Source: an optimization exercise on an open RTL-to-GDS flow (aim: small area and few clock cycles). Production flows keep margins and buffers that such runs may drop. Only simulation tests tie the RTL to the original design; equivalence was not proved. Power figures rest on the tool's default switching activity, not on a simulated workload.

==> design/flow/design.v <==
module multi_color_centroid_tracker #(
  parameter int NUM_COLORS = 2,
  parameter int DATA_W     = 12,
  parameter int COORD_W    = 16,
  parameter int CNT_W      = 24,
  parameter int SUM_W      = 40,
  parameter int MIN_PIXELS = 64,
  localparam int SEL_W     = (NUM_COLORS > 1) ? $clog2(NUM_COLORS) : 1,
  localparam int C_W       = DATA_W / 3
) (
  input  logic                          iCLK,
  input  logic                          iRST,
  input  logic                          iEN,
  input  logic                          iFVAL,
  input  logic                          iDATA_VAL,
  input  logic [DATA_W-1:0]             iDATA,
  input  logic [COORD_W-1:0]            iX_Cont,
  input  logic [COORD_W-1:0]            iY_Cont,
  input  logic                          iCFG_WE,
  input  logic [SEL_W-1:0]              iCFG_SEL,
  input  logic [DATA_W-1:0]             iCFG_MEAN,
  input  logic [C_W-1:0]                iCFG_THRESH,
  output logic [NUM_COLORS-1:0]         oOBJ_VAL,
  output logic [NUM_COLORS*COORD_W-1:0] oX_POS,
  output logic [NUM_COLORS*COORD_W-1:0] oY_POS,
  output logic                          oDONE,
  output logic                          oBUSY,
  output logic                          oOVERRUN
);
  localparam int               RHI_W   = SUM_W - COORD_W;      
  localparam int               LO0_W   = COORD_W / 2;          
  localparam int               LO1_W   = COORD_W - LO0_W;      
  localparam int               CLO_W   = 8;                    
  localparam int               STEPS   = 2 * COORD_W;          
  localparam int               STEP_W  = $clog2(STEPS);
  localparam logic [CNT_W-1:0] MIN_CNT = CNT_W'(MIN_PIXELS);
  function automatic logic color_match(input logic [DATA_W-1:0] pix,
                                       input logic [DATA_W-1:0] mean,
                                       input logic [C_W-1:0]    thr);
    logic         ok;
    logic [C_W:0] diff;
    logic [C_W-1:0] mag;
    ok = 1'b1;
    for (int c = 0; c < 3; c++) begin
      diff = {1'b0, pix[c*C_W +: C_W]} - {1'b0, mean[c*C_W +: C_W]};
      mag  = diff[C_W] ? -diff[C_W-1:0] : diff[C_W-1:0];
      if (mag > thr) ok = 1'b0;
    end
    color_match = ok;
  endfunction
  logic fval_q, fall_q;
  logic [NUM_COLORS-1:0][DATA_W-1:0] stg_mean_q, act_mean_q;
  logic [NUM_COLORS-1:0][C_W-1:0]    stg_thr_q, act_thr_q;
  always_ff @(posedge iCLK) begin
    if (iRST) begin
      stg_mean_q <= '0;
      stg_thr_q  <= '0;
    end else if (iCFG_WE && (int'(iCFG_SEL) < NUM_COLORS)) begin
      stg_mean_q[iCFG_SEL] <= iCFG_MEAN;
      stg_thr_q[iCFG_SEL]  <= iCFG_THRESH;
    end
  end
  always_ff @(posedge iCLK) begin
    if (!fval_q) begin
      act_mean_q <= stg_mean_q;
      act_thr_q  <= stg_thr_q;
    end
  end
  logic [NUM_COLORS-1:0]            match, add_en;
  logic [NUM_COLORS-1:0][SUM_W-1:0] acc_x_q, acc_y_q;
  logic [NUM_COLORS-1:0][CNT_W-1:0] acc_cnt_q;
  logic [NUM_COLORS-1:0]            acc_ovf_q;
  logic [NUM_COLORS-1:0]            cx0_q, cx1_q, cy0_q, cy1_q, cc_q;
  logic [NUM_COLORS-1:0][RHI_W-1:0] hi_x, hi_y;
  always_comb begin
    for (int k = 0; k < NUM_COLORS; k++) begin
      match[k]  = iEN & iFVAL & iDATA_VAL &
                  color_match(iDATA,
                              fval_q ? act_mean_q[k] : stg_mean_q[k],
                              fval_q ? act_thr_q[k]  : stg_thr_q[k]);
      add_en[k] = match[k] & ~(fval_q & (acc_ovf_q[k] | (&acc_cnt_q[k])));
    end
  end
  logic [NUM_COLORS-1:0][COORD_W-1:0] lo_x, lo_y;
  logic [NUM_COLORS-1:0]              cx0, cx1, cy0, cy1;
  logic [NUM_COLORS-1:0][CNT_W-1:0]   cnt_nx;
  logic [NUM_COLORS-1:0]              cc;
  for (genvar k = 0; k < NUM_COLORS; k++) begin : g_acc
    logic [COORD_W-1:0] ax, bx, ay, by;
    logic [COORD_W:0]   kx, ky;
    logic [RHI_W:0]     hx, hy;
    logic [CNT_W-1:0]   ac;
    logic [CNT_W:0]     kc;
    assign ax = fval_q ? acc_x_q[k][COORD_W-1:0] : '0;
    assign ay = fval_q ? acc_y_q[k][COORD_W-1:0] : '0;
    assign bx = add_en[k] ? iX_Cont : '0;
    assign by = add_en[k] ? iY_Cont : '0;
    for (genvar i = 0; i <= COORD_W; i++) begin : g_cin
      if (i == 0) begin : g_c0
        assign kx[i] = 1'b0;
        assign ky[i] = 1'b0;
      end else if (i == LO0_W) begin : g_c1
        assign kx[i] = fval_q & cx0_q[k];
        assign ky[i] = fval_q & cy0_q[k];
      end else begin : g_cn
        assign kx[i] = (ax[i-1] & bx[i-1]) | ((ax[i-1] ^ bx[i-1]) & kx[i-1]);
        assign ky[i] = (ay[i-1] & by[i-1]) | ((ay[i-1] ^ by[i-1]) & ky[i-1]);
      end
    end
    for (genvar i = 0; i < COORD_W; i++) begin : g_lo
      assign lo_x[k][i] = ax[i] ^ bx[i] ^ kx[i];
      assign lo_y[k][i] = ay[i] ^ by[i] ^ ky[i];
    end
    assign cx0[k] = (ax[LO0_W-1] & bx[LO0_W-1]) | ((ax[LO0_W-1] ^ bx[LO0_W-1]) & kx[LO0_W-1]);
    assign cy0[k] = (ay[LO0_W-1] & by[LO0_W-1]) | ((ay[LO0_W-1] ^ by[LO0_W-1]) & ky[LO0_W-1]);
    assign cx1[k] = kx[COORD_W];
    assign cy1[k] = ky[COORD_W];
    assign hx[0] = cx1_q[k];
    assign hy[0] = cy1_q[k];
    for (genvar i = 0; i < RHI_W; i++) begin : g_hi
      assign hi_x[k][i] = acc_x_q[k][COORD_W + i] ^ hx[i];
      assign hx[i + 1]  = acc_x_q[k][COORD_W + i] & hx[i];
      assign hi_y[k][i] = acc_y_q[k][COORD_W + i] ^ hy[i];
      assign hy[i + 1]  = acc_y_q[k][COORD_W + i] & hy[i];
    end
    assign ac = fval_q ? acc_cnt_q[k] : '0;
    for (genvar i = 0; i <= CNT_W; i++) begin : g_cc
      if (i == 0) begin : g_c0
        assign kc[i] = add_en[k];
      end else if (i == CLO_W) begin : g_c1
        assign kc[i] = fval_q & cc_q[k];
      end else begin : g_cn
        assign kc[i] = ac[i-1] & kc[i-1];
      end
    end
    for (genvar i = 0; i < CNT_W; i++) begin : g_cnt
      assign cnt_nx[k][i] = ac[i] ^ kc[i];
    end
    assign cc[k] = ac[CLO_W-1] & kc[CLO_W-1];
  end
  always_ff @(posedge iCLK) begin
    for (int k = 0; k < NUM_COLORS; k++) begin
      acc_ovf_q[k] <= fval_q & (acc_ovf_q[k] | (match[k] & (&acc_cnt_q[k])));
      acc_cnt_q[k] <= cnt_nx[k];
      cc_q[k]      <= cc[k];
      cx0_q[k]     <= cx0[k];
      cy0_q[k]     <= cy0[k];
      cx1_q[k]     <= cx1[k];
      cy1_q[k]     <= cy1[k];
      acc_x_q[k]   <= {fval_q ? hi_x[k] : RHI_W'(0), lo_x[k]};
      acc_y_q[k]   <= {fval_q ? hi_y[k] : RHI_W'(0), lo_y[k]};
    end
  end
  logic              run_q, done_q, busy, cap;
  logic [STEP_W-1:0] step_q;
  logic [NUM_COLORS-1:0] out_v_q, acc_valid;
  assign busy = run_q | done_q;
  assign cap  = fall_q & ~busy;
  always_comb begin
    for (int k = 0; k < NUM_COLORS; k++)
      acc_valid[k] = (acc_cnt_q[k] >= MIN_CNT) && !acc_ovf_q[k];
  end
  always_ff @(posedge iCLK) begin
    if (iRST) begin
      fval_q  <= 1'b0;
      fall_q  <= 1'b0;
      run_q   <= 1'b0;
      done_q  <= 1'b0;
      out_v_q <= '0;
    end else begin
      fval_q <= iFVAL;
      fall_q <= fval_q & ~iFVAL;
      done_q <= 1'b0;
      if (cap) begin
        run_q   <= |acc_valid;
        done_q  <= ~|acc_valid;
        out_v_q <= acc_valid;
      end else if (run_q && (&step_q)) begin
        run_q  <= 1'b0;
        done_q <= 1'b1;
      end
    end
  end
  always_ff @(posedge iCLK) begin
    if (cap) step_q <= '0;
    else     step_q <= step_q + 1'b1;
  end
  logic [NUM_COLORS-1:0][SUM_W-1:0] dx_q, dy_q, step_res;
  logic [NUM_COLORS-1:0][CNT_W-1:0] dc_q;
  localparam int DLO_W = 12;
  for (genvar k = 0; k < NUM_COLORS; k++) begin : g_div
    logic [CNT_W:0]       rem_sh, diff, sub_b;
    logic [DLO_W:0]       sc;
    logic [CNT_W-DLO_W+1:0] hi;
    assign rem_sh = dx_q[k][SUM_W-1:COORD_W-1];
    assign sub_b  = {1'b1, ~dc_q[k]};
    assign sc[0]  = 1'b1;
    for (genvar i = 0; i < DLO_W; i++) begin : g_bit
      assign diff[i]   = rem_sh[i] ^ sub_b[i] ^ sc[i];
      assign sc[i + 1] = (rem_sh[i] & sub_b[i]) | ((rem_sh[i] ^ sub_b[i]) & sc[i]);
    end
    assign hi = {1'b0, rem_sh[CNT_W:DLO_W]} + {1'b0, sub_b[CNT_W:DLO_W]} + (CNT_W-DLO_W+2)'(sc[DLO_W]);
    assign diff[CNT_W:DLO_W] = hi[CNT_W-DLO_W:0];
    assign step_res[k] = {hi[CNT_W-DLO_W+1] ? diff[CNT_W-1:0] : rem_sh[CNT_W-1:0],
                          dx_q[k][COORD_W-2:0], hi[CNT_W-DLO_W+1]};
  end
  always_ff @(posedge iCLK) begin
    for (int k = 0; k < NUM_COLORS; k++) begin
      if (cap) begin
        dx_q[k] <= {hi_x[k], acc_x_q[k][COORD_W-1:0]};
        dy_q[k] <= {hi_y[k], acc_y_q[k][COORD_W-1:0]};
        dc_q[k] <= acc_cnt_q[k];
      end else begin
        dx_q[k][SUM_W-1:COORD_W] <= dy_q[k][SUM_W-1:COORD_W];
        dy_q[k][SUM_W-1:COORD_W] <= step_res[k][SUM_W-1:COORD_W];
        if (run_q) begin
          dx_q[k][COORD_W-1:0] <= dy_q[k][COORD_W-1:0];
          dy_q[k][COORD_W-1:0] <= step_res[k][COORD_W-1:0];
        end
      end
    end
  end
  always_comb begin
    oBUSY    = busy;
    oDONE    = done_q;
    oOVERRUN = fall_q & busy;
    for (int k = 0; k < NUM_COLORS; k++) begin
      oOBJ_VAL[k]                  = out_v_q[k] & ~run_q;
      oX_POS[k*COORD_W +: COORD_W] = (out_v_q[k] & ~run_q) ? dx_q[k][COORD_W-1:0] : '0;
      oY_POS[k*COORD_W +: COORD_W] = (out_v_q[k] & ~run_q) ? dy_q[k][COORD_W-1:0] : '0;
    end
  end
endmodule
==> design/flow/flow/run.sh <==
#!/bin/bash
# Standard layout with smaller port buffers and a leaner clock tree (no dummy loads).
set -euo pipefail
export BUFFER_PORTS_ARGS="-buffer_cell sky130_fd_sc_hd__buf_1"
export CTS_ARGS="-sink_clustering_enable -repair_clock_nets -dont_use_dummy_load -sink_clustering_size 16 -sink_clustering_max_diameter 60 -buf_list \"sky130_fd_sc_hd__clkbuf_8 sky130_fd_sc_hd__clkbuf_16\" -sink_clustering_buffer sky130_fd_sc_hd__clkbuf_8"
bash standard.sh > standard.log 2>&1
==> design/flow/standard.sh <==
#!/bin/bash
# synth_recipe.tcl (not shown) runs the flow's synth.tcl, then flattens the netlist and writes it again
# the make line also repeats each setting of config.mk as NAME=value (left out here)
make -C /OpenROAD-flow-scripts/flow DESIGN_CONFIG=/design/flow/config.mk WORK_HOME=/design/flow/orfs CLKGATE_MAP_FILE= SYNTH_SCRIPT=/design/flow/synth_recipe.tcl "${@:-finish}"
==> design/flow/config.mk <==
export PLATFORM = sky130hd
export DESIGN_NAME = multi_color_centroid_tracker
export DESIGN_NICKNAME = multi_color_centroid_tracker
export VERILOG_FILES = /design/flow/design.v
export SDC_FILE = /design/flow/constraint.sdc
export NUM_CORES = 4
export LEC_CHECK = 0
export CAP_MARGIN = 20
export CORE_MARGIN = 2
export CORE_UTILIZATION = 40
export SLEW_MARGIN = 20
==> design/flow/constraint.sdc <==
create_clock -name core_clock -period 8.0 [get_ports {iCLK}]
set_input_delay 1.6000 -clock core_clock [delete_from_list [all_inputs] [get_ports {iCLK}]]
set_output_delay 1.6000 -clock core_clock [all_outputs]
set_load 0.01 [all_outputs]
==> reports/qor.txt, run 1 <==
CTS buffer count: 41
Synth top area share: 30.1%
main flop type after synthesis: dfxtp_1
worst-margin pin slew: 0.988 ns
CTS tree: built
first-pass GRT wire length: 83600 um
sequential fraction of the synthesis area: 48.3%
RSZ-0062 raised after global routing: no
share of layout cells above drive strength 1: 4.29%
post-synth net total: 2712
placed cells: 3155
total power: 5.67 mW
largest net degree at the start of global routing: 110
post-CTS resize count: 0
Simple-Gate Fraction of Synth Area: 19.2%
Core Util, Final: 43.6%
Netlist cell types: 54
root buffer cell: clkbuf_16
min setup slack post-route: 0.400 ns
area delta synth->final: 7.88%
gpl congestion: 0.889
antenna cells: 0
via density per instance: 4.95
Hold Crit Class: reg2reg
Peak Freq: 132 MHz
Setup CP Type: in2reg
Layout Nets: 2806
switching share of total power: 29.1%
Post-Syn Area: 0.0238 mm^2
initial antenna violation count: 1
Critical Path Source Type: input pin
crit share post-route: 95.0%
vias: 15800
EDFF count, synth: 144
largest family of logic cells by synthesized area: adder cells
Worst slew margin: 34.1%
Syn Inst Count: 2331
DRC: 0
HPWL after DPL: 37600 um
#FFs+latches synth: 503
post-CTS setup buffer count: 0
DR pass1 iterations: 5
core area: 0.0590 mm^2
WL final: 51900 um
worst reg-to-reg setup slack: 0.63 ns
internal power: 4.02 mW
WL/cell: 16.2 um
CTS H-tree lvls: 2
final hold viol count: 0
Setup Viol. Count Final: 0
Remaining Overflow, GRT: 0
Clk pwr share: 23.4%
Setup Skew: 0.0632 ns
Synth Area in Compound Gates: 5.12%
vias in the first global route: 15800
die area: 0.0616 mm^2
pwr dens: 220 mW/mm^2
Placement Rows: 89
Ys Warns: 1
crit path DAT: 8.03 ns
data required time of the worst path: 8.43 ns
worst-path fanout max: 5
multiplexer area fraction after synthesis: 2.57%
Max-Cap Viols: 0
Starting Density: 40.4%
Max Slew Vio Count: 0
total global-route track usage: 17.1%
Horiz. Die Dim: 248 um
Non-Filler Instances: 3196
asr flop ratio synth: 0%
Die H: 248 um
status: complete, no violations
clock-pin slew on the worst setup and hold paths: 0.10 ns
port bufs: 135
DRT iter0 DRCs: 723
final antenna-violating net count: 0
Max IR drop VDD: 0.129 mV
mean area per synthesized cell: 10.2 um^2
Synth Area in XOR/XNOR: 1.51%
Clock Path Buffers: 3
Post-CTS Hold Buffers: 0
leakage power: 11.6 nW
crit end category: flop
Synth Area in Adders: 19.4%
clock latency on the worst-skew pair: 0.56 ns
combinational power share: 22.5%
post-place setup slack: -0.136 ns
Switch Pwr: 1.65 mW
Synth area leaders: dfxtp_1, edfxtp_1, ha_1
clock sinks: 503
WHS: 0.403 ns
Ports: 136
min cycle time layout: 7.60 ns
area leader, netlist: dfxtp_1
Seq pwr share: 54.0%
synthesized netlist by cell type, types with 11 or more instances:
master	n
a21o_1	24
a21oi_1	82
a31oi_1	11
and2_1	219
and3_1	12
buf_2	11
clkbuf_1	88
dfxtp_1	359
edfxtp_1	144
fa_1	92
ha_1	222
inv_1	141
mux2_2	26
mux2i_1	32
nand2_1	494
nand3_1	69
nand4_1	26
nor2_1	74
nor2b_1	13
nor3_1	18
nor4_1	25
o21a_1	18
o21ai_0	23
xnor2_1	29
xor2_1	12
per-stage QoR:
stage / cell area, um^2 / setup TNS [ns]
2_1_floorplan: 23800 / 0
3_3_place_gp: 25100 / -0.00705
3_5_place_dp: 25100 / -0.498
4_1_cts: 25700 / 0
5_1_grt: 25700 / 0
6_report: 25700 / 0
cell type report:
type	count	area, um^2
fill	5705	33300
sequential	503	11500
multi-input combinational	1582	11400
tap	773	967
timing repair buffer	156	666
clock buffer	41	621
inverter	141	534
per-layer routing:
layer / track usage [%] / part of all wire [%] / vias up
met3: 2.33 / 4.3 / 85
met1: 23.4 / 47 / 7591
li1: - / - / 7890
met2: 27.5 / 46 / 259
met4: 6.27 / 3.0 / 0
met5: 0 / 0 / -
worst paths after layout:
kind,start,endpoint,depth (start not counted)
max,iDATA[8],acc_y_q[15],24
min,dy_q[19],dx_q[19],2
max reg2reg,dx_q[55],dy_q[78],21
min reg2reg,dy_q[19],dx_q[19],2
power groups by stage:
stage	Sequential, mW	Combinational [mW]	Clock (mW)
5_1_grt	3.09	1.47	1.46
3_5_place_dp	3.12	1.28	0
6_report	3.06	1.28	1.33
3_3_place_gp	3.11	1.23	0
4_1_cts	3.07	1.28	1.39
2_1_floorplan	3.07	1.01	0
placed cells by master (no fill, tap or decap), types with 3 or more instances in the layout:
master,instances
edfxtp_1,144
buf_4,21
a31oi_1,11
ha_1,222
a211oi_1,4
nand2b_1,4
a21oi_1,82
buf_1,134
a21o_1,24
and3_1,12
a311oi_1,4
a41oi_1,3
o31ai_1,6
inv_1,140
mux2_2,26
o21ai_0,23
o211ai_1,3
nand3_1,69
o2111ai_1,4
clkbuf_8,36
o21ai_2,3
fa_1,92
nand2_1,493
and2_1,219
clkbuf_16,5
o21a_1,18
nand4_1,26
nor2_1,74
nor3_1,18
or3_1,6
dfxtp_1,358
mux2i_1,32
nor4_1,25
xor2_1,12
nor2b_1,11
xnor2_1,29
registers in the layout, summed over array words and instances (netlist names), 5 cells and up, named ones only:
name,count
acc_cnt_q,48
acc_x_q,80
acc_y_q,80
act_mean_q,24
act_thr_q,8
dc_q,48
dx_q,80
dy_q,80
step_q,5
critical path, stage by stage:
cell,delay (ns)
buf_1,0.09
inv_1,0.09
ha_1,0.15
inv_1,0.06
fa_1,0.50
inv_1,0.07
ha_1,0.28
mux2_2,0.27
ha_1,0.31
nor2b_1,0.14
o21a_1,0.16
o21a_1,0.16
o21ai_0,0.25
and4_1,0.44
nand3_1,0.16
fa_1,0.42
fa_1,0.39
fa_1,0.39
fa_1,0.39
fa_1,0.40
fa_1,0.39
fa_1,0.39
fa_1,0.49
inv_1,0.04
kinds of logic (layout without fill, tap and decap cells):
kind of cell	count (synthesis)	count (layout)
XOR/XNOR	41	41
AND/OR/NAND/NOR	973	973
multiplexers	58	58
AO/OA/AOI/OAI	196	196
buffers and inverters	246	338
adder cells (fa/ha/maj)	314	314
flip-flops	503	503
Testbench counts, summed over its fixed seeds: cycles 126,318.
==> inputs of run 2 (changes only) <==
--- a/design/flow/config.mk
+++ b/design/flow/config.mk
@@ -9,3 +9,4 @@
 export CORE_MARGIN = 2
 export CORE_UTILIZATION = 40
+export GPL_TIMING_DRIVEN = 0
 export SLEW_MARGIN = 20
==> run 2 against run 1 <==
Die area is the same. Synthesized cell count did not move. Sequential power about the same. Flip-flop and latch count did not move. Clock-buffer cell count fell by 1. Via count is 3.4% higher. Largest cell class unchanged. Clock power is essentially flat. Global-route usage rose by 2.3 points. Combinational power up 5%. Still clean. First-iteration DRC count rose by 33%.
==> reports/qor.txt, run 2 <==
status: complete, no violations
port bufs: 134
Setup Skew: 0.0549 ns
share of layout cells above drive strength 1: 4.07%
Non-Filler Instances: 3279
Worst slew margin: 27.7%
Horiz. Die Dim: 248 um
Setup Viol. Count Final: 0
R2R depth: 26
met3 Use GR: 3.00%
Max-Cap Viols: 0
multi-input gate area in the final layout: 0.0114 mm^2
DRT iter0 DRCs: 965
main flop type after synthesis: dfxtp_1
GR Util met1: 26.6%
WL final: 58800 um
hold_sp: dy_q[73]
Critical Path Source Type: input pin
worst reg-to-reg setup slack: 0.33 ns
Layout Nets: 2888
CTS tree: built
RSZ-0062 raised after global routing: no
final hold viol count: 0
vias in the first global route: 16700
gpl congestion: 0.924
GRT busiest layer: met2
most frequent cells in the layout: nand2_1, dfxtp_1, ha_1
placed cells: 3240
register area: 0.0115 mm^2
post-place setup slack: -1.00 ns
min setup slack post-route: 0.237 ns
pwr dens: 220 mW/mm^2
Synth area leaders: dfxtp_1, edfxtp_1, ha_1
Die H: 248 um
Netlist cell types: 54
worst-path fanout max: 10
post-CTS setup buffer count: 0
Starting Density: 40.4%
crit end category: flop
clock-pin slew on the worst setup and hold paths: 0.10 ns
core area: 0.0590 mm^2
EDFF count, synth: 144
Ports: 136
RR Endpoint: acc_y_q[55]
area leader, netlist: dfxtp_1
met2 Resource Use GR: 31.9%
Synth top area share: 30.1%
area delta synth->final: 9.12%
Ys Warns: 1
leakage power: 11.7 nW
data required time of the worst path: 8.46 ns
final antenna-violating net count: 0
Max IR drop VDD: 0.123 mV
most common cell in the synthesized netlist: nand2_1
initial antenna violation count: 4
total global-route track usage: 19.4%
R2R Path Start: fval_q
Core Util, Final: 44.1%
first-pass GRT wire length: 92300 um
#FFs+latches synth: 503
Worst Hold Depth: 2
number of fill cells: 5755
crit share post-route: 97.0%
Hold Crit Endpoint: dx_q[73]
clock latency on the worst-skew pair: 0.56 ns
post-synth net total: 2712
Syn Inst Count: 2331
min cycle time layout: 7.76 ns
Post-Syn Area: 0.0238 mm^2
vias: 16400
CTS H-tree lvls: 2
CTS buffer count: 40
asr flop ratio synth: 0%
DRC: 0
die area: 0.0616 mm^2
Placement Rows: 89
top cells by instance count after synthesis: nand2_1, dfxtp_1, ha_1, and2_1, edfxtp_1
Max Slew Vio Count: 0
DR pass1 iterations: 6
Remaining Overflow, GRT: 0
WL/cell: 17.9 um
Hold Crit Class: reg2reg
largest net degree at the start of global routing: 58
Clock Path Buffers: 3
clock sinks: 503
HPWL after DPL: 45600 um
sequential fraction of the synthesis area: 48.3%
mean area per synthesized cell: 10.2 um^2
root buffer cell: clkbuf_16
worst-margin pin slew: 1.08 ns
crit path DAT: 8.22 ns
Setup CP Type: in2reg
most common cell after layout, fill and taps aside: nand2_1
via density per instance: 4.99
Post-CTS Hold Buffers: 0
Peak Freq: 129 MHz
[run 2: critical path: stages]
cell     delay, ns
buf_1         0.08
inv_1         0.11
ha_1          0.16
inv_1         0.06
fa_1          0.51
inv_1         0.06
ha_1          0.27
mux2_2        0.28
ha_1          0.29
nor2b_1       0.13
o21a_1        0.16
o21a_1        0.16
o21ai_1       0.22
and4_4        0.34
buf_2         0.22
nand3_1       0.18
fa_1          0.47
fa_1          0.41
fa_1          0.40
fa_1          0.39
fa_1          0.40
fa_1          0.39
fa_1          0.38
fa_1          0.49
inv_1         0.04
[run 2: layout make-up]
class | instances | share of cell area [%]
diodes | 1 | 0.00962
multi-input cells | 1582 | 43.9
repair buffers | 136 | 2.09
inverters | 141 | 2.03
plain buffers | 103 | 1.69
flip-flops and latches | 503 | 44.2
well taps | 773 | 3.72
clock buffers | 40 | 2.33
[run 2: per-layer routing]
metal / routed length (um) / vias to the layer above / share of wire [%]
met4: 1410 / 2 / 2.4
met5: 13 / - / 0.022
met3: 3020 / 91 / 5.1
met1: 27200 / 7870 / 46
li1: - / 8053 / -
met2: 27100 / 351 / 46
[run 2: cell families (layout without fill, tap and decap cells)]
logic type / Yosys count / count (layout) / synth area share (%)
muxes: 58 / 58 / 2.57
and+or+nand+nor: 973 / 973 / 19.2
DFF: 503 / 503 / 48.3
adders and majority gates: 314 / 314 / 19.4
xor gates and xnor gates: 41 / 41 / 1.51
other: 0 / 1 / 0
AOI/OAI and AO/OA: 196 / 196 / 5.12
buffers and inverters: 246 / 420 / 3.96
[run 2: what timing repair did]
item | CTS | global route
gates resized for setup | 24 | 12
pin swaps | 0 | 0
setup endpoints to repair | 26 | 8
endpoints found under the hold margin | 0 | 0
[run 2: how the worst max path moves through the flow]
stage / from / to
after floorplan: iDATA[8] / acc_y_q[55]
after global placement: fval_q / acc_x_q[15]
after detailed placement: fval_q / acc_x_q[15]
after CTS: iDATA[4] / acc_x_q[15]
after global routing: iDATA[0] / acc_y_q[55]
final: iDATA[0] / acc_y_q[55]
[run 2: through the flow]
step	hold slack [ns]	TNS [ns]	total power [mW]	area (um^2)
after global placement	0.405	-9.82	4.39	25300
after CTS	0.388	0	5.77	26000
after global routing	0.417	0	6.07	26000
after floorplan	0.399	0	4.08	23800
after detailed placement	0.409	-13.15	4.44	25400
final	0.385	0	5.73	26000
[run 2: report_power, final]
group,internal [mW],switching [mW],leakage (nW),total (mW)
Combinational,0.584,0.757,7.13,1.34
Sequential,2.93,0.139,4.26,3.07
Clock,0.509,0.809,0.313,1.32
==> inputs of run 3 (changes only) <==
--- a/design/flow/config.mk
+++ b/design/flow/config.mk
@@ -8,5 +8,4 @@
 export CAP_MARGIN = 20
 export CORE_MARGIN = 2
-export CORE_UTILIZATION = 40
-export GPL_TIMING_DRIVEN = 0
+export CORE_UTILIZATION = 55
 export SLEW_MARGIN = 20
==> run 3 against run 2 <==
Worst setup slack better by 0.22 ns. Clock-buffer cell count is 2 higher. Combinational power is 5% lower. Final area is 2.0% lower. Flip-flop and latch count stayed put. Clock skew is 0.020 ns lower. Critical endpoint is now acc_x_q[15].
==> reports/qor.txt, run 3 <==
Setup CP Type: in2reg
DRT iter0 DRCs: 824
most common cell after layout, fill and taps aside: nand2_1
Placement Rows: 76
Post-DP Area: 0.0249 mm^2
die area: 0.0450 mm^2
Ys Warns: 1
area leader, netlist: dfxtp_1
leakage power: 11.6 nW
min cycle time layout: 7.55 ns
multiplexer area fraction after synthesis: 2.57%
Critical Path Source Type: input pin
WL final: 48500 um
Worst slew margin: 34.1%
top cells by instance count after synthesis: nand2_1, dfxtp_1, ha_1, and2_1, edfxtp_1
crit end category: flop
asr flop ratio synth: 0%
Clock Path Buffers: 3
mean area per synthesized cell: 10.2 um^2
Ports: 136
CTS buffer count: 42
post-CTS resize count: 0
clock-pin slew on the worst setup and hold paths: 0.10 ns
total power: 5.67 mW
pwr dens: 222 mW/mm^2
post-place setup slack: -0.0366 ns
DRC: 0
area delta synth->final: 6.99%
final instance area: 0.0255 mm^2
crit path DAT: 7.99 ns
worst reg-to-reg setup slack: 0.62 ns
clock sinks: 503
CTS H-tree lvls: 2
Max Slew Vio Count: 0
Synth area leaders: dfxtp_1, edfxtp_1, ha_1
#FFs+latches synth: 503
initial antenna violation count: 1
post-synth net total: 2712
sequential fraction of the synthesis area: 48.3%
Die H: 212 um
Max IR drop VDD: 0.135 mV
root buffer cell: clkbuf_16
min setup slack post-route: 0.454 ns
first-pass GRT wire length: 80000 um
Post-Syn Area: 0.0238 mm^2
Peak Freq: 133 MHz
Hold Crit Class: reg2reg
EDFF count, synth: 144
Synth Area in Compound Gates: 5.12%
core area: 0.0430 mm^2
RSZ-0062 raised after global routing: no
Layout Nets: 2809
share of layout cells above drive strength 1: 4.37%
Synth Area in XOR/XNOR: 1.51%
Remaining Overflow, GRT: 0
most frequent cells in the layout: nand2_1, dfxtp_1, ha_1
number of fill cells: 3870
HPWL after DPL: 34400 um
via density per instance: 5.22
Horiz. Die Dim: 212 um
Synth top area share: 30.1%
worst-path fanout max: 4
Netlist cell types: 54
WHS: 0.416 ns
Synth Area in Adders: 19.4%
total global-route track usage: 22.4%
Post-CTS Hold Buffers: 0
Starting Density: 55.5%
Non-Filler Instances: 3011
Setup Viol. Count Final: 0
final antenna-violating net count: 0
DR pass1 iterations: 5
most common cell in the synthesized netlist: nand2_1
Core Util, Final: 59.4%
data required time of the worst path: 8.44 ns
Setup Skew: 0.0351 ns
post-CTS setup buffer count: 0
setup TNS: 0 ns
Simple-Gate Fraction of Synth Area: 19.2%
status: complete, no violations
crit share post-route: 94.3%
largest net degree at the start of global routing: 104
antenna cells: 0
CTS tree: built
placed cells: 2969
port bufs: 135
largest family of logic cells by synthesized area: adder cells
vias in the first global route: 15600
final hold viol count: 0
Max-Cap Viols: 0
vias: 15700
main flop type after synthesis: dfxtp_1
worst-margin pin slew: 0.984 ns
clock latency on the worst-skew pair: 0.55 ns
Syn Inst Count: 2331
gpl congestion: 0.884
WL/cell: 16.1 um
## run 3: final cells by class
type	count	area [um^2]	share of cell area, %
Sequential cell	503	11500	45.1
Multi-Input combinational cell	1582	11400	44.8
Tap cell	585	732	2.87
Timing Repair Buffer	158	679	2.66
Clock buffer	42	634	2.49
Inverter	141	534	2.09
## run 3: power breakdown
part           switching, mW  total [mW]  internal, mW  leakage [nW]
sequential             0.133        3.06          2.93          4.26
combinational          0.696        1.27         0.579          7.03
clock                  0.806        1.34         0.530         0.328
## run 3: worst paths after layout
path | from | to | cells after the start
min reg2reg | dy_q[19] | dx_q[19] | 2
min | dy_q[19] | dx_q[19] | 2
max | iDATA[8] | acc_x_q[15] | 24
max reg2reg | dx_q[55] | dy_q[78] | 21
## run 3: cells by family (layout without fill, tap and decap cells)
group / count (synthesis) / in the layout
and+or+nand+nor: 973 / 973
DFF: 503 / 503
adders and majority gates: 314 / 314
buffers and inverters: 246 / 341
AOI/OAI and AO/OA: 196 / 196
muxes: 58 / 58
xor gates and xnor gates: 41 / 41
## run 3: worst max-delay path, cell delays in order
cell and delay (ns):
buf_1 0.08, inv_1 0.07, ha_1 0.15, inv_1 0.06, fa_1 0.51, inv_1 0.07
ha_1 0.26, mux2_2 0.26, ha_1 0.31, nor2b_1 0.14, o21a_1 0.16, o21a_1 0.15
o21ai_0 0.21, and4_1 0.42, nand3_1 0.16, fa_1 0.44, fa_1 0.40, fa_1 0.41
fa_1 0.39, fa_1 0.41, fa_1 0.41, fa_1 0.40, fa_1 0.49, inv_1 0.04
## run 3: per-layer routing
metal	vias to the layer above	wire (um)	track usage (%)
met4	2	913	5.09
met5	-	16	0
met3	60	2300	4.06
met1	7495	23000	31.1
li1	7896	-	-
met2	273	22300	36.7
==> inputs of run 4 (changes only) <==
--- a/design/flow/flow/run.sh
+++ b/design/flow/flow/run.sh
@@ -1,4 +1,5 @@
 #!/bin/bash
-# Standard layout with smaller port buffers and a leaner clock tree (no dummy loads).
+# Standard layout with buf_1 port buffers and a clock tree of clkbuf_8 leaf buffers
+# (clusters of at most 16 sinks within 60 um) and no dummy loads.
 set -euo pipefail
 export BUFFER_PORTS_ARGS="-buffer_cell sky130_fd_sc_hd__buf_1"
--- a/design/flow/config.mk
+++ b/design/flow/config.mk
@@ -8,4 +8,4 @@
 export CAP_MARGIN = 20
 export CORE_MARGIN = 2
-export CORE_UTILIZATION = 55
+export CORE_UTILIZATION = 40
 export SLEW_MARGIN = 20
==> run 4 against run 3 <==
Flip-flop and latch count is the same. Clock-buffer cell count shrank 1. Via count grew 0.63%. Critical path type unchanged. Largest cell class unchanged. Synthesized area is the same. Fmax shrank 0.71%. Clock skew grew 0.028 ns. Largest power group unchanged. Non-clock buffer count shrank 2. Wire length grew 6.9%. Register-to-register slack is essentially flat. Sequential power is essentially flat. Utilization shrank 16 points. Clock power is essentially flat.
==> reports/qor.txt, run 4 <==
status: complete, no violations
Synth area leaders: dfxtp_1, edfxtp_1, ha_1
core area: 0.0590 mm^2
Peak Freq: 132 MHz
total power: 5.67 mW
data required time of the worst path: 8.43 ns
placed cells: 3155
WL final: 51900 um
Netlist cell types: 54
min cycle time layout: 7.60 ns
Post-DP Area: 0.0251 mm^2
Remaining Overflow, GRT: 0
Max Slew Vio Count: 0
worst-path fanout max: 5
DRC: 0
worst-margin pin slew: 0.988 ns
switching share of total power: 29.1%
leakage power: 11.6 nW
post-CTS resize count: 0
vias in the first global route: 15800
Syn Inst Count: 2331
Max IR drop VDD: 0.129 mV
root buffer cell: clkbuf_16
multi-input gate area in the final layout: 0.0114 mm^2
gpl congestion: 0.889
CTS buffer count: 41
Setup CP Type: in2reg
most frequent cells in the layout: nand2_1, dfxtp_1, ha_1
internal power: 4.02 mW
Ys Warns: 1
asr flop ratio synth: 0%
EDFF count, synth: 144
#FFs+latches synth: 503
Hold Crit Class: reg2reg
post-synth net total: 2712
Worst slew margin: 34.1%
Clk pwr share: 23.4%
RSZ-0062 raised after global routing: no
Clock Path Buffers: 3
Post-CTS Hold Buffers: 0
Setup Skew: 0.0632 ns
share of layout cells above drive strength 1: 4.29%
Synth top area share: 30.1%
clock latency on the worst-skew pair: 0.56 ns
first-pass GRT wire length: 83600 um
most common cell after layout, fill and taps aside: nand2_1
DRT iter0 DRCs: 723
vias: 15800
Post-Syn Area: 0.0238 mm^2
post-place setup slack: -0.136 ns
setup TNS: 0 ns
port bufs: 135
top cells by instance count after synthesis: nand2_1, dfxtp_1, ha_1, and2_1, edfxtp_1
Switch Pwr: 1.65 mW
Die H: 248 um
Setup Viol. Count Final: 0
crit share post-route: 95.0%
final instance area: 0.0257 mm^2
combinational power share: 22.5%
DR pass1 iterations: 5
min setup slack post-route: 0.400 ns
pwr dens: 220 mW/mm^2
antenna cells: 0
register area: 0.0115 mm^2
Non-Filler Instances: 3196
crit path DAT: 8.03 ns
CTS tree: built
clock sinks: 503
main flop type after synthesis: dfxtp_1
post-CTS setup buffer count: 0
initial antenna violation count: 1
via density per instance: 4.95
sequential fraction of the synthesis area: 48.3%
Placement Rows: 89
crit end category: flop
WL/cell: 16.2 um
Max-Cap Viols: 0
Layout Nets: 2806
number of fill cells: 5705
CTS H-tree lvls: 2
clock-pin slew on the worst setup and hold paths: 0.10 ns
total global-route track usage: 17.1%
most common cell in the synthesized netlist: nand2_1
die area: 0.0616 mm^2
final hold viol count: 0
mean area per synthesized cell: 10.2 um^2
Seq pwr share: 54.0%
area leader, netlist: dfxtp_1
HPWL after DPL: 37600 um
Critical Path Source Type: input pin
Starting Density: 40.4%
Ports: 136
area delta synth->final: 7.88%
final antenna-violating net count: 0
Horiz. Die Dim: 248 um
largest net degree at the start of global routing: 110
==> run 4: path summary, 6_finish.rpt <==
path / startpoint / endpoint / slack (ns) / cells after the start
max: iDATA[8] / acc_y_q[15] / 0.40 / 24
min: dy_q[19] / dx_q[19] / 0.40 / 2
max reg2reg: dx_q[55] / dy_q[78] / 0.63 / 21
min reg2reg: dy_q[19] / dx_q[19] / 0.40 / 2
==> run 4: power groups by stage <==
stage	Sequential (mW)	Clock [mW]	Combinational, mW
after floorplan	3.07	0	1.01
after global placement	3.11	0	1.23
after detailed placement	3.12	0	1.28
after CTS	3.07	1.39	1.28
after global routing	3.09	1.46	1.47
final	3.06	1.33	1.28
==> run 4: final cells by class <==
cell class                      count  share of cell area, %
Sequential cell                   503                   44.8
Multi-Input combinational cell   1582                   44.4
Tap cell                          773                   3.76
Clock buffer                       41                   2.41
Inverter                          141                   2.08
Timing Repair Buffer              156                   2.59
==> run 4: kinds of logic (layout without fill, tap and decap cells) <==
| family | after synthesis | after routing | share of synthesized area [%] |
|---|---|---|---|
| AND/OR/NAND/NOR | 973 | 973 | 19.2 |
| adder cells (fa/ha/maj) | 314 | 314 | 19.4 |
| XOR/XNOR | 41 | 41 | 1.51 |
| AO/OA/AOI/OAI | 196 | 196 | 5.12 |
| flip-flops | 503 | 503 | 48.3 |
| multiplexers | 58 | 58 | 2.57 |
| buffers and inverters | 246 | 338 | 3.96 |
==> run 4: stage by stage <==
step / hold WS (ns) / utilization (%)
finish: 0.403 / 43.6
global route: 0.424 / 43.6
CTS: 0.397 / 43.6
detailed placement: 0.405 / 42.5
global placement: 0.404 / 42.5
floorplan: 0.399 / -
==> run 4: layer usage <==
| layer | GRT usage [%] | vias up | wire (um) |
|---|---|---|---|
| met5 | 0 | - | 0 |
| met4 | 6.27 | 0 | 1560 |
| met3 | 2.33 | 85 | 2220 |
| met2 | 27.5 | 259 | 23900 |
| met1 | 23.4 | 7591 | 24200 |
| li1 | - | 7890 | - |
==> run 4: critical path: stages <==
cell and delay, ns:
buf_1 0.09, inv_1 0.09, ha_1 0.15, inv_1 0.06, fa_1 0.50, inv_1 0.07
ha_1 0.28, mux2_2 0.27, ha_1 0.31, nor2b_1 0.14, o21a_1 0.16, o21a_1 0.16
o21ai_0 0.25, and4_1 0.44, nand3_1 0.16, fa_1 0.42, fa_1 0.39, fa_1 0.39
fa_1 0.39, fa_1 0.40, fa_1 0.39, fa_1 0.39, fa_1 0.49, inv_1 0.04
==> inputs of run 5 (changes only) <==
--- a/design/flow/design.v
+++ b/design/flow/design.v
@@ -50,19 +50,26 @@
   endfunction
   logic fval_q, fall_q;
-  logic [NUM_COLORS-1:0][DATA_W-1:0] stg_mean_q, act_mean_q;
-  logic [NUM_COLORS-1:0][C_W-1:0]    stg_thr_q, act_thr_q;
-  always_ff @(posedge iCLK) begin
-    if (iRST) begin
-      stg_mean_q <= '0;
-      stg_thr_q  <= '0;
-    end else if (iCFG_WE && (int'(iCFG_SEL) < NUM_COLORS)) begin
-      stg_mean_q[iCFG_SEL] <= iCFG_MEAN;
-      stg_thr_q[iCFG_SEL]  <= iCFG_THRESH;
-    end
-  end
-  always_ff @(posedge iCLK) begin
-    if (!fval_q) begin
-      act_mean_q <= stg_mean_q;
-      act_thr_q  <= stg_thr_q;
+  logic [NUM_COLORS-1:0][DATA_W-1:0] stg_mean_q, act_mean_q, stg_mean_d;
+  logic [NUM_COLORS-1:0][C_W-1:0]    stg_thr_q, act_thr_q, stg_thr_d;
+  always_comb begin
+    for (int k = 0; k < NUM_COLORS; k++) begin
+      if (iRST) begin
+        stg_mean_d[k] = '0;
+        stg_thr_d[k]  = '0;
+      end else if (iCFG_WE && (int'(iCFG_SEL) == k)) begin
+        stg_mean_d[k] = iCFG_MEAN;
+        stg_thr_d[k]  = iCFG_THRESH;
+      end else begin
+        stg_mean_d[k] = stg_mean_q[k];
+        stg_thr_d[k]  = stg_thr_q[k];
+      end
+    end
+  end
+  always_ff @(posedge iCLK) begin
+    stg_mean_q <= stg_mean_d;
+    stg_thr_q  <= stg_thr_d;
+    if (!iFVAL || iRST) begin
+      act_mean_q <= stg_mean_d;
+      act_thr_q  <= stg_thr_d;
     end
   end
@@ -77,6 +84,5 @@
       match[k]  = iEN & iFVAL & iDATA_VAL &
                   color_match(iDATA,
-                              fval_q ? act_mean_q[k] : stg_mean_q[k],
-                              fval_q ? act_thr_q[k]  : stg_thr_q[k]);
+                              act_mean_q[k], act_thr_q[k]);
       add_en[k] = match[k] & ~(fval_q & (acc_ovf_q[k] | (&acc_cnt_q[k])));
     end
==> run 5 against run 4 <==
Still clean on timing, DRC and antenna. Via count shrank 4.1%. Combinational power grew 37%. Clock skew shrank 0.013 ns. Sequential power is essentially flat. Clock power is essentially flat.
==> reports/qor.txt, run 5 <==
status: complete, no violations
crit end category: flop
Hold Crit Endpoint: dx_q[71]
Horiz. Die Dim: 246 um
top cells by instance count after synthesis: nand2_1, dfxtp_1, and2_1, ha_1, inv_1
worst reg-to-reg setup slack: 0.72 ns
clock latency on the worst-skew pair: 0.55 ns
RR Endpoint: dy_q[72]
Max Slew Vio Count: 0
Ports: 136
die area: 0.0607 mm^2
final antenna-violating net count: 0
core area: 0.0579 mm^2
via density per instance: 4.79
vias in the first global route: 15200
placed cells: 3126
Remaining Overflow, GRT: 0
sequential fraction of the synthesis area: 49.0%
DRC: 0
Die H: 246 um
initial antenna violation count: 3
final hold viol count: 0
worst-path fanout max: 4
WL/cell: 14.8 um
Post-Syn Area: 0.0235 mm^2
largest net degree at the start of global routing: 97
Setup CP Type: in2reg
most frequent cells in the layout: nand2_1, dfxtp_1, and2_1
root buffer cell: clkbuf_16
WHS: 0.413 ns
CTS tree: built
port bufs: 135
Layout Nets: 2785
min cycle time layout: 7.50 ns
Post-DP Area: 0.0248 mm^2
Clock Path Buffers: 3
Non-Filler Instances: 3170
Post-CTS Hold Buffers: 0
Syn Inst Count: 2300
Max IR drop VDD: 0.136 mV
#FFs+latches synth: 503
hold_sp: dy_q[71]
Setup Viol. Count Final: 0
Peak Freq: 133 MHz
leakage power: 11.5 nW
Worst slew margin: 42.3%
clock-pin slew on the worst setup and hold paths: 0.09 ns
Core Util, Final: 43.9%
post-CTS resize count: 0
R2R depth: 21
Synth area leaders: dfxtp_1, edfxtp_1, ha_1
most common cell after layout, fill and taps aside: nand2_1
WL final: 47000 um
Hold Crit Class: reg2reg
gpl congestion: 0.855
post-synth net total: 2681
DR pass1 iterations: 4
total global-route track usage: 15.8%
crit path DAT: 7.96 ns
DRT iter0 DRCs: 730
RSZ-0062 raised after global routing: no
CTS buffer count: 41
R2R Path Start: dx_q[55]
Starting Density: 40.6%
vias: 15200
area leader, netlist: dfxtp_1
most common cell in the synthesized netlist: nand2_1
CTS H-tree lvls: 2
Worst Hold Depth: 2
Max-Cap Viols: 0
final instance area: 0.0254 mm^2
area delta synth->final: 8.16%
post-CTS setup buffer count: 0
Setup Skew: 0.0501 ns
data required time of the worst path: 8.46 ns
Ys Warns: 1
crit share post-route: 93.8%
main flop type after synthesis: dfxtp_1
Netlist cell types: 55
asr flop ratio synth: 0%
mean area per synthesized cell: 10.2 um^2
Placement Rows: 88
share of layout cells above drive strength 1: 4.25%
number of fill cells: 5598
EDFF count, synth: 144
worst-margin pin slew: 0.865 ns
Synth top area share: 30.6%
Critical Path Source Type: input pin
HPWL after DPL: 34400 um
pwr dens: 242 mW/mm^2
clock sinks: 503
first-pass GRT wire length: 77300 um
run 5: changes by cell type after synthesis, moves of 8 or more:
cell      previous run  this run
clkbuf_1            88        79
nand3_1             69         9
nor3_1              18        34
mux2_4               0         8
mux2i_1             32        14
a21oi_2              0         9
nand2_1            494       544
mux2_2              26        11
nand4_1             26        17
nor4_1              25        12
inv_1              141       165
and2_1             219       227
run 5: metrics by stage:
step	total power, mW	TNS (ns)	setup slack (ns)
after floorplan	4.54	0	0.114
after global placement	4.84	-0.00386	-0.00386
after detailed placement	4.90	-0.106	-0.0692
after CTS	6.24	0	0.521
after global routing	6.62	0	0.281
final	6.16	0	0.498
run 5: cells by family (layout without fill, tap and decap cells):
kind of cell / Yosys count / count (layout) / share of synthesized area, %
other: 0 / 3 / 0
multiplexers: 33 / 33 / 1.63
XOR/XNOR: 47 / 47 / 1.75
adder cells (fa/ha/maj): 314 / 314 / 19.6
buffers and inverters: 257 / 359 / 4.20
AO/OA/AOI/OAI: 180 / 180 / 4.83
flip-flops: 503 / 503 / 49.0
AND/OR/NAND/NOR: 966 / 966 / 19.0
run 5: layout make-up:
class                           instances  area (um^2)  share of cell area, %
Multi-Input combinational cell       1540        11100                   43.5
Timing Repair Buffer                  152          651                   2.56
Antenna cell                            3         7.51                 0.0295
Tap cell                              765          957                   3.76
Sequential cell                       503        11500                   45.3
Inverter                              166          628                   2.47
Clock buffer                           41          621                   2.44
run 5: report_power, final:
part           internal, mW  total (mW)  switching [mW]  leakage, nW
clock network         0.519        1.32           0.798        0.320
registers              2.95        3.08           0.131         4.40
logic                 0.842        1.76           0.916         6.80
run 5: critical path: stages:
cell	delay (ns)
buf_1	0.08
inv_1	0.08
ha_1	0.14
inv_1	0.06
fa_1	0.50
inv_1	0.06
ha_1	0.26
mux2_2	0.27
ha_1	0.29
nor2b_1	0.13
o21a_1	0.16
o21a_1	0.16
o21a_1	0.23
a2111oi_4	0.32
buf_4	0.22
nand2_1	0.09
fa_1	0.43
fa_1	0.39
fa_1	0.39
fa_1	0.39
fa_1	0.40
fa_1	0.40
fa_1	0.39
fa_1	0.49
inv_1	0.04
run 5: per-layer routing:
| layer | vias up | global-route usage (%) | share of wire (%) |
|---|---|---|---|
| met4 | 0 | 4.71 | 2.5 |
| li1 | 7651 | - | - |
| met3 | 79 | 2.91 | 4.4 |
| met1 | 7225 | 22.2 | 48 |
| met5 | - | 0 | 0 |
| met2 | 215 | 24.7 | 45 |
run 5: how the worst max path moves through the flow:
stage / from / to / slack [ns]
floorplan: iDATA[0] / acc_x_q[15] / 0.11
global placement: iDATA[0] / acc_x_q[15] / -0.004
detailed placement: iDATA[0] / acc_x_q[15] / -0.07
CTS: iDATA[0] / acc_x_q[15] / 0.52
global route: iDATA[0] / acc_x_q[15] / 0.28
finish: iDATA[0] / acc_x_q[15] / 0.50
Testbench counts of run 5, summed over its fixed seeds: cycles 126,318.
==> inputs of run 6 (changes only) <==
--- a/design/flow/design.v
+++ b/design/flow/design.v
@@ -194,5 +194,5 @@
   logic [NUM_COLORS-1:0][SUM_W-1:0] dx_q, dy_q, step_res;
   logic [NUM_COLORS-1:0][CNT_W-1:0] dc_q;
-  localparam int DLO_W = 12;
+  localparam int DLO_W = 14;
   for (genvar k = 0; k < NUM_COLORS; k++) begin : g_div
     logic [CNT_W:0]       rem_sh, diff, sub_b;
--- a/design/flow/config.mk
+++ b/design/flow/config.mk
@@ -6,6 +6,6 @@
 export NUM_CORES = 4
 export LEC_CHECK = 0
-export CAP_MARGIN = 20
+export CAP_MARGIN = 0
 export CORE_MARGIN = 2
 export CORE_UTILIZATION = 40
-export SLEW_MARGIN = 20
+export SLEW_MARGIN = 0
==> run 6 against run 5 <==
Still clean on timing, DRC and antenna. Worst setup slack better by 0.011 ns. Sequential share of layout area is 0.60 points higher. Final area is 1.3% lower. Highest routed layer unchanged. Flip-flop and latch count stayed put.
==> reports/qor.txt, run 6 <==
post-CTS setup buffer count: 0
largest family of logic cells by synthesized area: adder cells
Synth area leaders: dfxtp_1, edfxtp_1, ha_1
vias in the first global route: 15400
met3 Use GR: 2.47%
Setup Skew: 0.0662 ns
vias: 15200
most common cell after layout, fill and taps aside: nand2_1
root buffer cell: clkbuf_16
combinational power share: 25.3%
Setup CP Type: reg2reg
total power: 5.91 mW
initial antenna violation count: 0
Max-Cap Viols: 0
main flop type after synthesis: dfxtp_1
Synth Area in Compound Gates: 5.87%
Layout Nets: 2778
Peak Freq: 134 MHz
Setup Viol. Count Final: 0
post-CTS resize count: 0
CTS H-tree lvls: 2
DRT iter0 DRCs: 666
DR pass1 iterations: 6
Post-Syn Area: 0.0233 mm^2
multiplexer area fraction after synthesis: 0.290%
Seq pwr share: 52.3%
die area: 0.0601 mm^2
met2 Resource Use GR: 26.3%
Horiz. Die Dim: 245 um
Max IR drop VDD: 0.147 mV
internal power: 4.11 mW
gpl congestion: 0.838
crit end category: flop
antenna cells: 0
worst-margin pin slew: 1.26 ns
Ports: 136
via density per instance: 4.80
sequential fraction of the synthesis area: 49.5%
total global-route track usage: 15.9%
area delta synth->final: 7.87%
Post-CTS Hold Buffers: 0
Ys Warns: 1
final hold viol count: 0
clock-pin slew on the worst setup and hold paths: 0.10 ns
Netlist cell types: 47
Critical Path Source Type: flop
Placement Rows: 88
DRC: 0
top cells by instance count after synthesis: nand2_1, dfxtp_1, and2_1, ha_1, inv_1
WL/cell: 14.8 um
Synth Area in XOR/XNOR: 1.58%
Switch Pwr: 1.80 mW
most common cell in the synthesized netlist: nand2_1
Syn Inst Count: 2295
share of layout cells above drive strength 1: 3.38%
Clk pwr share: 22.4%
Clock Path Buffers: 3
EDFF count, synth: 144
mean area per synthesized cell: 10.1 um^2
Simple-Gate Fraction of Synth Area: 18.3%
RSZ-0062 raised after global routing: no
post-synth net total: 2676
clock sinks: 503
Remaining Overflow, GRT: 0
Synth top area share: 30.9%
worst-path fanout max: 38
port bufs: 135
Worst slew margin: 16.1%
asr flop ratio synth: 0%
clock latency on the worst-skew pair: 0.55 ns
crit share post-route: 93.6%
data required time of the worst path: 8.38 ns
Max Slew Vio Count: 0
#FFs+latches synth: 503
pwr dens: 235 mW/mm^2
status: complete, no violations
Core Util, Final: 43.6%
WL final: 46900 um
Synth Area in Adders: 20.0%
Die H: 245 um
first-pass GRT wire length: 77800 um
CTS tree: built
switching share of total power: 30.5%
GRT busiest layer: met2
most frequent cells in the layout: nand2_1, dfxtp_1, and2_1
min cycle time layout: 7.49 ns
Starting Density: 40.4%
largest net degree at the start of global routing: 110
area leader, netlist: dfxtp_1
CTS buffer count: 41
leakage power: 11.2 nW
GR Util met1: 21.6%
crit path DAT: 7.88 ns
core area: 0.0576 mm^2
HPWL after DPL: 34100 um
final antenna-violating net count: 0
Hold Crit Class: reg2reg
[run 6: cell families after synthesis]
kind of cell               Yosys count
buffers and inverters              263
muxes                                6
DFF                                503
and+or+nand+nor                    938
adders and majority gates          314
AOI/OAI and AO/OA                  229
xor gates and xnor gates            42
[run 6: layout make-up]
class | instances | area [um^2]
well taps | 765 | 957
fillers | 5593 | 32500
inverters | 171 | 649
repair buffers | 151 | 628
flip-flops and latches | 503 | 11500
clock buffers | 41 | 621
multi-input cells | 1529 | 10700
[run 6: through the flow]
step	hold WS, ns	worst slack [ns]	cells	area (um^2)	TNS (ns)
floorplan	0.399	0.349	2295	23300	0
global placement	0.404	0.0350	3119	24500	0
detailed placement	0.409	-0.0447	3119	24500	-0.0680
CTS	0.397	0.513	3160	25100	0
global route	0.429	0.0609	3160	25100	0
finish	0.396	0.510	3160	25100	0
[run 6: power by group through the flow]
stage / combinational [mW] / sequential [mW] / clock [mW]
finish: 1.49 / 3.09 / 1.32
global route: 1.74 / 3.13 / 1.46
CTS: 1.52 / 3.09 / 1.38
detailed placement: 1.51 / 3.15 / 0
global placement: 1.44 / 3.15 / 0
floorplan: 1.23 / 3.10 / 0
[run 6: critical path, stage by stage (launching register included)]
cell and delay, ns:
edfxtp_1 0.39, inv_1 0.06, ha_1 0.20, fa_1 0.39, fa_1 0.40, fa_1 0.41, fa_1 0.41, fa_1 0.40
fa_1 0.40, fa_1 0.39, fa_1 0.40, fa_1 0.40, fa_1 0.41, fa_1 0.40, fa_1 0.40, fa_1 0.38
inv_1 0.08, fa_1 0.22, a211oi_1 0.14, o21ai_2 0.24, a311o_1 0.19, buf_4 0.33, nand2_1 0.09, o21ai_0 0.08
o21ai_0 0.09
[run 6: per-layer routing]
layer,up-vias,part of all wire [%]
met5,-,0
met4,0,2.1
met3,58,4.1
met2,240,47
met1,7272,47
li1,7584,-
[run 6: worst paths after layout]
| kind | start | cells past startpoint | slack [ns] | to |
|---|---|---|---|---|
| max | dx_q[15] | 24 | 0.51 | dy_q[19] |
| min | dy_q[59] | 2 | 0.40 | dx_q[59] |
| max reg2reg | dx_q[15] | 24 | 0.51 | dy_q[19] |
| min reg2reg | dy_q[59] | 2 | 0.40 | dx_q[59] |
Testbench counts of run 6, summed over its fixed seeds: cycles 126,318.
==> inputs of run 7 (changes only) <==
--- a/design/flow/config.mk
+++ b/design/flow/config.mk
@@ -6,6 +6,6 @@
 export NUM_CORES = 4
 export LEC_CHECK = 0
-export CAP_MARGIN = 0
+export CAP_MARGIN = 20
 export CORE_MARGIN = 2
 export CORE_UTILIZATION = 40
-export SLEW_MARGIN = 0
+export SLEW_MARGIN = 20
==> run 7 against run 6 <==
Still clean. Critical path depth is the same. Sequential power about the same. Synthesized area unchanged. Clock skew grew 0.013 ns. Register-to-register slack better by 0.02 ns. Combinational power hardly changed. Utilization about the same. Total power is 0.15% higher. Fmax up 0.32%. Via count decreased by 0.30%. Clock power hardly changed. Final area hardly changed. Critical path type unchanged. Critical endpoint unchanged. Largest cell class unchanged. Highest routed layer unchanged.
==> reports/qor.txt, run 7 <==
R2R depth: 24
die area: 0.0601 mm^2
asr flop ratio synth: 0%
final antenna-violating net count: 0
port bufs: 135
area delta synth->final: 7.94%
Hold Crit Class: reg2reg
DRC: 0
Setup Viol. Count Final: 0
root buffer cell: clkbuf_16
post-synth net total: 2676
most common cell after layout, fill and taps aside: nand2_1
post-CTS resize count: 0
status: complete, no violations
EDFF count, synth: 144
CTS H-tree lvls: 2
Worst slew margin: 38.1%
vias: 15100
Ys Warns: 1
vias in the first global route: 15400
top cells by instance count after synthesis: nand2_1, dfxtp_1, and2_1, ha_1, inv_1
antenna cells: 0
Max-Cap Viols: 0
HPWL after DPL: 34200 um
Max IR drop VDD: 0.145 mV
Non-Filler Instances: 3161
largest net degree at the start of global routing: 110
Setup Skew: 0.0795 ns
Max Slew Vio Count: 0
total global-route track usage: 15.9%
crit end category: flop
Core Util, Final: 43.6%
final hold viol count: 0
share of layout cells above drive strength 1: 3.51%
CTS buffer count: 42
clock sinks: 503
DRT iter0 DRCs: 701
Synth area leaders: dfxtp_1, edfxtp_1, ha_1
Clock Path Buffers: 3
initial antenna violation count: 0
Layout Nets: 2779
Peak Freq: 134 MHz
CTS tree: built
sequential fraction of the synthesis area: 49.5%
WL final: 46800 um
Die H: 245 um
Starting Density: 40.4%
Horiz. Die Dim: 245 um
WL/cell: 14.8 um
hold_sp: dy_q[74]
post-CTS setup buffer count: 0
worst-path fanout max: 38
crit path DAT: 7.87 ns
min cycle time layout: 7.47 ns
Post-Syn Area: 0.0233 mm^2
first-pass GRT wire length: 77700 um
pwr dens: 236 mW/mm^2
area leader, netlist: dfxtp_1
most frequent cells in the layout: nand2_1, dfxtp_1, and2_1
gpl congestion: 0.838
Ports: 136
Post-CTS Hold Buffers: 0
mean area per synthesized cell: 10.1 um^2
core area: 0.0576 mm^2
Synth top area share: 30.9%
placed cells: 3119
crit share post-route: 93.3%
via density per instance: 4.78
DR pass1 iterations: 4
R2R Path Start: dx_q[15]
Critical Path Source Type: flop
Netlist cell types: 47
clock latency on the worst-skew pair: 0.56 ns
clock-pin slew on the worst setup and hold paths: 0.09 ns
Remaining Overflow, GRT: 0
Syn Inst Count: 2295
main flop type after synthesis: dfxtp_1
#FFs+latches synth: 503
RSZ-0062 raised after global routing: no
Setup CP Type: reg2reg
Placement Rows: 88
leakage power: 11.2 nW
most common cell in the synthesized netlist: nand2_1
data required time of the worst path: 8.41 ns
Worst Hold Depth: 2
worst-margin pin slew: 0.929 ns
Setup crit start: dx_q[15]
==> run 7: cell counts after synthesis <==
No cell type changed its count.
==> run 7: cells by family (layout without fill, tap and decap cells) <==
logic type / count (synthesis) / count (layout) / synth area share [%]
XOR/XNOR: 42 / 42 / 1.58
adder cells (fa/ha/maj): 314 / 314 / 20.0
flip-flops: 503 / 503 / 49.5
AO/OA/AOI/OAI: 229 / 229 / 5.87
buffers and inverters: 263 / 364 / 4.51
AND/OR/NAND/NOR: 938 / 938 / 18.3
multiplexers: 6 / 6 / 0.290
==> run 7: final cells by class <==
| type | instances | area, um^2 |
|---|---|---|
| repair buffers | 151 | 628 |
| clock buffers | 42 | 634 |
| flip-flops and latches | 503 | 11500 |
| well taps | 765 | 957 |
| inverters | 171 | 649 |
| multi-input cells | 1529 | 10700 |
| fillers | 5582 | 32500 |
==> run 7: worst paths after layout <==
kind,endpoint,slack (ns)
setup reg to reg,dy_q[19],0.53
hold reg to reg,dx_q[74],0.40
hold / removal,dx_q[74],0.40
setup / recovery,dy_q[19],0.53
==> run 7: worst max-delay path: stages, from the launching register on <==
cell	delay, ns
edfxtp_1	0.38
inv_1	0.05
ha_1	0.20
fa_1	0.39
fa_1	0.40
fa_1	0.41
fa_1	0.41
fa_1	0.40
fa_1	0.40
fa_1	0.39
fa_1	0.40
fa_1	0.40
fa_1	0.41
fa_1	0.40
fa_1	0.40
fa_1	0.38
inv_1	0.07
fa_1	0.22
a211oi_1	0.15
o21ai_2	0.25
a311o_1	0.20
buf_4	0.33
nand2_1	0.09
o21ai_0	0.08
o21ai_0	0.09
==> run 7: routing by layer <==
layer | wire [um] | global-route usage [%] | vias up | share of wire [%]
li1 | - | - | 7589 | -
met1 | 22200 | 21.7 | 7222 | 47
met2 | 21500 | 25.9 | 219 | 46
met3 | 1800 | 2.31 | 79 | 3.9
met4 | 1290 | 5.31 | 0 | 2.8
met5 | 0 | 0 | - | 0
==> run 7: report_power, final <==
part	leakage, nW	internal (mW)	switching (mW)
clock	0.328	0.530	0.800
sequential	4.40	2.95	0.139
combinational	6.47	0.633	0.860
==> run 7: metrics by stage <==
step	worst slack, ns	power, mW	area [um^2]	TNS [ns]	hold slack (ns)
3_5_place_dp	-0.0275	4.65	24500	-0.0614	0.408
4_1_cts	0.525	5.99	25100	0	0.399
3_3_place_gp	0.0350	4.58	24500	0	0.404
6_report	0.533	5.91	25100	0	0.395
2_1_floorplan	0.349	4.34	23300	0	0.399
5_1_grt	0.0748	6.34	25100	0	0.412
==> inputs of run 8 (changes only) <==
==> design/flow/flow/run.sh (replaced) <==
#!/bin/bash
# Standard layout with buf_1 port buffers and a clock tree of clkbuf_8 leaf buffers
# (clusters of at most 16 sinks within 60 um) and no dummy loads.
set -euo pipefail
export BUFFER_PORTS_ARGS="-buffer_cell sky130_fd_sc_hd__buf_1"
export CTS_ARGS="-sink_clustering_enable -repair_clock_nets -dont_use_dummy_load -sink_clustering_size 20 -sink_clustering_max_diameter 70 -buf_list \"sky130_fd_sc_hd__clkbuf_8 sky130_fd_sc_hd__clkbuf_16\" -sink_clustering_buffer sky130_fd_sc_hd__clkbuf_8"
bash standard.sh > standard.log 2>&1
==> run 8 against run 7 <==
Still clean on timing, DRC and antenna. Synthesized area is the same. Hold slack gained 0.034 ns. Via count shrank 0.71%. Worst setup slack lost 0.030 ns. Critical endpoint unchanged.
==> reports/qor.txt, run 8 <==
status: complete, no violations
EDFF count, synth: 144
RSZ-0062 raised after global routing: no
crit path DAT: 7.92 ns
CTS H-tree lvls: 1
HPWL after DPL: 34200 um
internal power: 3.97 mW
antenna cells: 0
WL final: 46400 um
Peak Freq: 133 MHz
combinational power share: 26.0%
min cycle time layout: 7.50 ns
Layout Nets: 2768
largest net degree at the start of global routing: 110
Clk pwr share: 20.0%
Synth top area share: 30.9%
mean area per synthesized cell: 10.1 um^2
Syn Inst Count: 2295
vias: 15000
post-synth net total: 2676
clock sinks: 503
data required time of the worst path: 8.42 ns
number of fill cells: 5585
Slowest-stage cell, CP: fa_1
post-place setup slack: -0.0275 ns
CP max stage delay: 0.41 ns
Horiz. Die Dim: 245 um
leakage power: 11.1 nW
Worst slew margin: 37.6%
initial antenna violation count: 0
clock-pin slew on the worst setup and hold paths: 0.12 ns
area delta synth->final: 7.20%
sequential fraction of the synthesis area: 49.5%
worst-margin pin slew: 0.936 ns
gpl congestion: 0.838
worst-path fanout max: 38
final antenna-violating net count: 0
Core Util, Final: 43.3%
asr flop ratio synth: 0%
Ports: 136
vias in the first global route: 15300
Max IR drop VDD: 0.149 mV
Synth area leaders: dfxtp_1, edfxtp_1, ha_1
min setup slack post-route: 0.503 ns
CTS tree: built
CTS buffer count: 31
Die H: 245 um
most common cell in the synthesized netlist: nand2_1
WL/cell: 14.7 um
root buffer cell: clkbuf_16
cell repeated most along the worst path: fa_1
Critical Path, Cell by Cell: inv_1 > ha_1 > fa_1 > fa_1 > fa_1 > fa_1 > fa_1 > fa_1 > fa_1 > fa_1 > fa_1 > fa_1 > fa_1 > fa_1 > fa_1 > inv_1 > fa_1 > a211oi_1 > o21ai_2 > a311o_1 > buf_4 > nand2_1 > o21ai_0 > o21ai_0
Netlist cell types: 47
area leader, netlist: dfxtp_1
post-CTS resize count: 0
switching share of total power: 30.6%
Ys Warns: 1
top cells by instance count after synthesis: nand2_1, dfxtp_1, and2_1, ha_1, inv_1
#FFs+latches synth: 503
Max-Cap Viols: 0
most frequent cells in the layout: nand2_1, dfxtp_1, and2_1
Remaining Overflow, GRT: 0
Setup CP Type: reg2reg
via density per instance: 4.76
main flop type after synthesis: dfxtp_1
pwr dens: 230 mW/mm^2
Post-CTS Hold Buffers: 0
final hold viol count: 0
die area: 0.0601 mm^2
Hold Crit Class: reg2reg
most common cell after layout, fill and taps aside: nand2_1
DRT iter0 DRCs: 751
crit share post-route: 93.7%
clock latency on the worst-skew pair: 0.58 ns
Placement Rows: 88
setup TNS: 0 ns
first-pass GRT wire length: 77000 um
core area: 0.0576 mm^2
Seq pwr share: 54.0%
multi-input gate area in the final layout: 0.0107 mm^2
Setup Skew: 0.0582 ns
DR pass1 iterations: 5
share of layout cells above drive strength 1: 3.06%
port bufs: 135
Starting Density: 40.4%
Setup Viol. Count Final: 0
Post-Syn Area: 0.0233 mm^2
DRC: 0
total global-route track usage: 15.6%
Critical Path Source Type: flop
Clock Path Buffers: 3
Max Slew Vio Count: 0
register area: 0.0115 mm^2
post-CTS setup buffer count: 0
crit end category: flop
Switch Pwr: 1.75 mW
-- run 8: cell count changes in the layout (fill, tap and decap cells not counted) --
cell       before  now
clkbuf_8       37   28
clkbuf_16       5    3
-- run 8: cell families after synthesis --
group | synth area share [%]
and+or+nand+nor | 18.3
DFF | 49.5
adders and majority gates | 20.0
buffers and inverters | 4.51
AOI/OAI and AO/OA | 5.87
xor gates and xnor gates | 1.58
muxes | 0.290
-- run 8: critical path, delay by kind of cell (launching register included) --
family	cells	cell delay, ns
buffers and inverters	3	0.45
adders and majority gates	15	5.61
AOI/OAI and AO/OA	5	0.78
and+or+nand+nor	1	0.09
DFF	1	0.40
-- run 8: worst paths after layout --
path	from	endpoint	slack (ns)	depth (start not counted)
setup / recovery	dx_q[15]	dy_q[19]	0.50	24
hold / removal	dy_q[31]	dx_q[31]	0.43	2
setup reg to reg	dx_q[15]	dy_q[19]	0.50	24
hold reg to reg	dy_q[31]	dx_q[31]	0.43	2
-- run 8: cell type report --
type	count	area share, %
clock buffer	31	1.85
sequential	503	46.2
inverter	171	2.60
multi-input combinational	1529	43.0
timing repair buffer	151	2.52
tap	765	3.84
-- run 8: power groups by stage --
stage | clock network (mW) | logic, mW | registers [mW]
6_report | 1.14 | 1.49 | 3.09
5_1_grt | 1.28 | 1.74 | 3.13
4_1_cts | 1.19 | 1.51 | 3.09
3_5_place_dp | 0 | 1.50 | 3.15
3_3_place_gp | 0 | 1.44 | 3.15
2_1_floorplan | 0 | 1.23 | 3.10
-- run 8: routing by layer --
metal / up-vias / global-route usage (%) / share of wire [%] / wire [um]
li1: 7570 / - / - / -
met1: 7176 / 21.8 / 48 / 22400
met2: 196 / 25.7 / 46 / 21400
met3: 59 / 2.00 / 3.3 / 1540
met4: 0 / 3.87 / 2.4 / 1100
met5: - / 0 / 0 / 0
-- run 8: per-stage QoR --
step	instance area [um^2]	hold WS, ns	instances	power (mW)
6_report	24900	0.430	3150	5.73
5_1_grt	24900	0.453	3150	6.14
4_1_cts	24900	0.431	3150	5.80
3_5_place_dp	24500	0.408	3119	4.65
3_3_place_gp	24500	0.404	3119	4.58
2_1_floorplan	23300	0.399	2295	4.34

-- separate check: timing with driven ports --
In the flow no input, the clock included, has a driving cell. The finished layouts below were timed again as built, in two steps. Step 1 sets driving cells, clkbuf_16 on the clock port and buf_2 on the other inputs (assumed; they add their load-dependent delay and slew). Step 2 also shifts input and output timing later by t, the mid clock arrival at the registers, as if the neighbouring blocks saw the same clock. Three values: no drivers, after step 1, after step 2; two values: the first two.
run | shift t [ns] | setup WS [ns] | hold slack, ns | clock arrival spread, ns | worst slew at a driven data input, ns
run 1 | 0.590 | 0.400 / 0.439 / -0.150 | 0.403 / 0.403 / 0.403 | 0.064 / 0.063 | 0.08
run 2 | 0.591 | 0.237 / 0.277 / -0.315 | 0.385 / 0.385 / 0.385 | 0.056 / 0.055 | 0.12
run 3 | 0.597 | 0.454 / 0.496 / -0.101 | 0.416 / 0.416 / 0.416 | 0.036 / 0.036 | 0.08
run 4 | 0.590 | 0.400 / 0.439 / -0.150 | 0.403 / 0.403 / 0.403 | 0.064 / 0.063 | 0.08
run 5 | 0.593 | 0.498 / 0.542 / -0.051 | 0.413 / 0.413 / 0.413 | 0.055 / 0.055 | 0.09
run 6 | 0.575 | 0.510 / 0.510 / 0.024 | 0.396 / 0.396 / 0.396 | 0.068 / 0.068 | 0.06
run 7 | 0.581 | 0.533 / 0.533 / 0.073 | 0.395 / 0.395 / 0.395 | 0.080 / 0.080 | 0.06
run 8 | 0.610 | 0.503 / 0.503 / 0.072 | 0.430 / 0.430 / 0.430 | 0.058 / 0.058 | 0.06
With both steps, setup timing fails in 5 of these runs, where it was met with ideal ports. The setup slack of run 3, which loses most, moves by +0.042 ns with the drivers and by -0.555 ns with both steps.
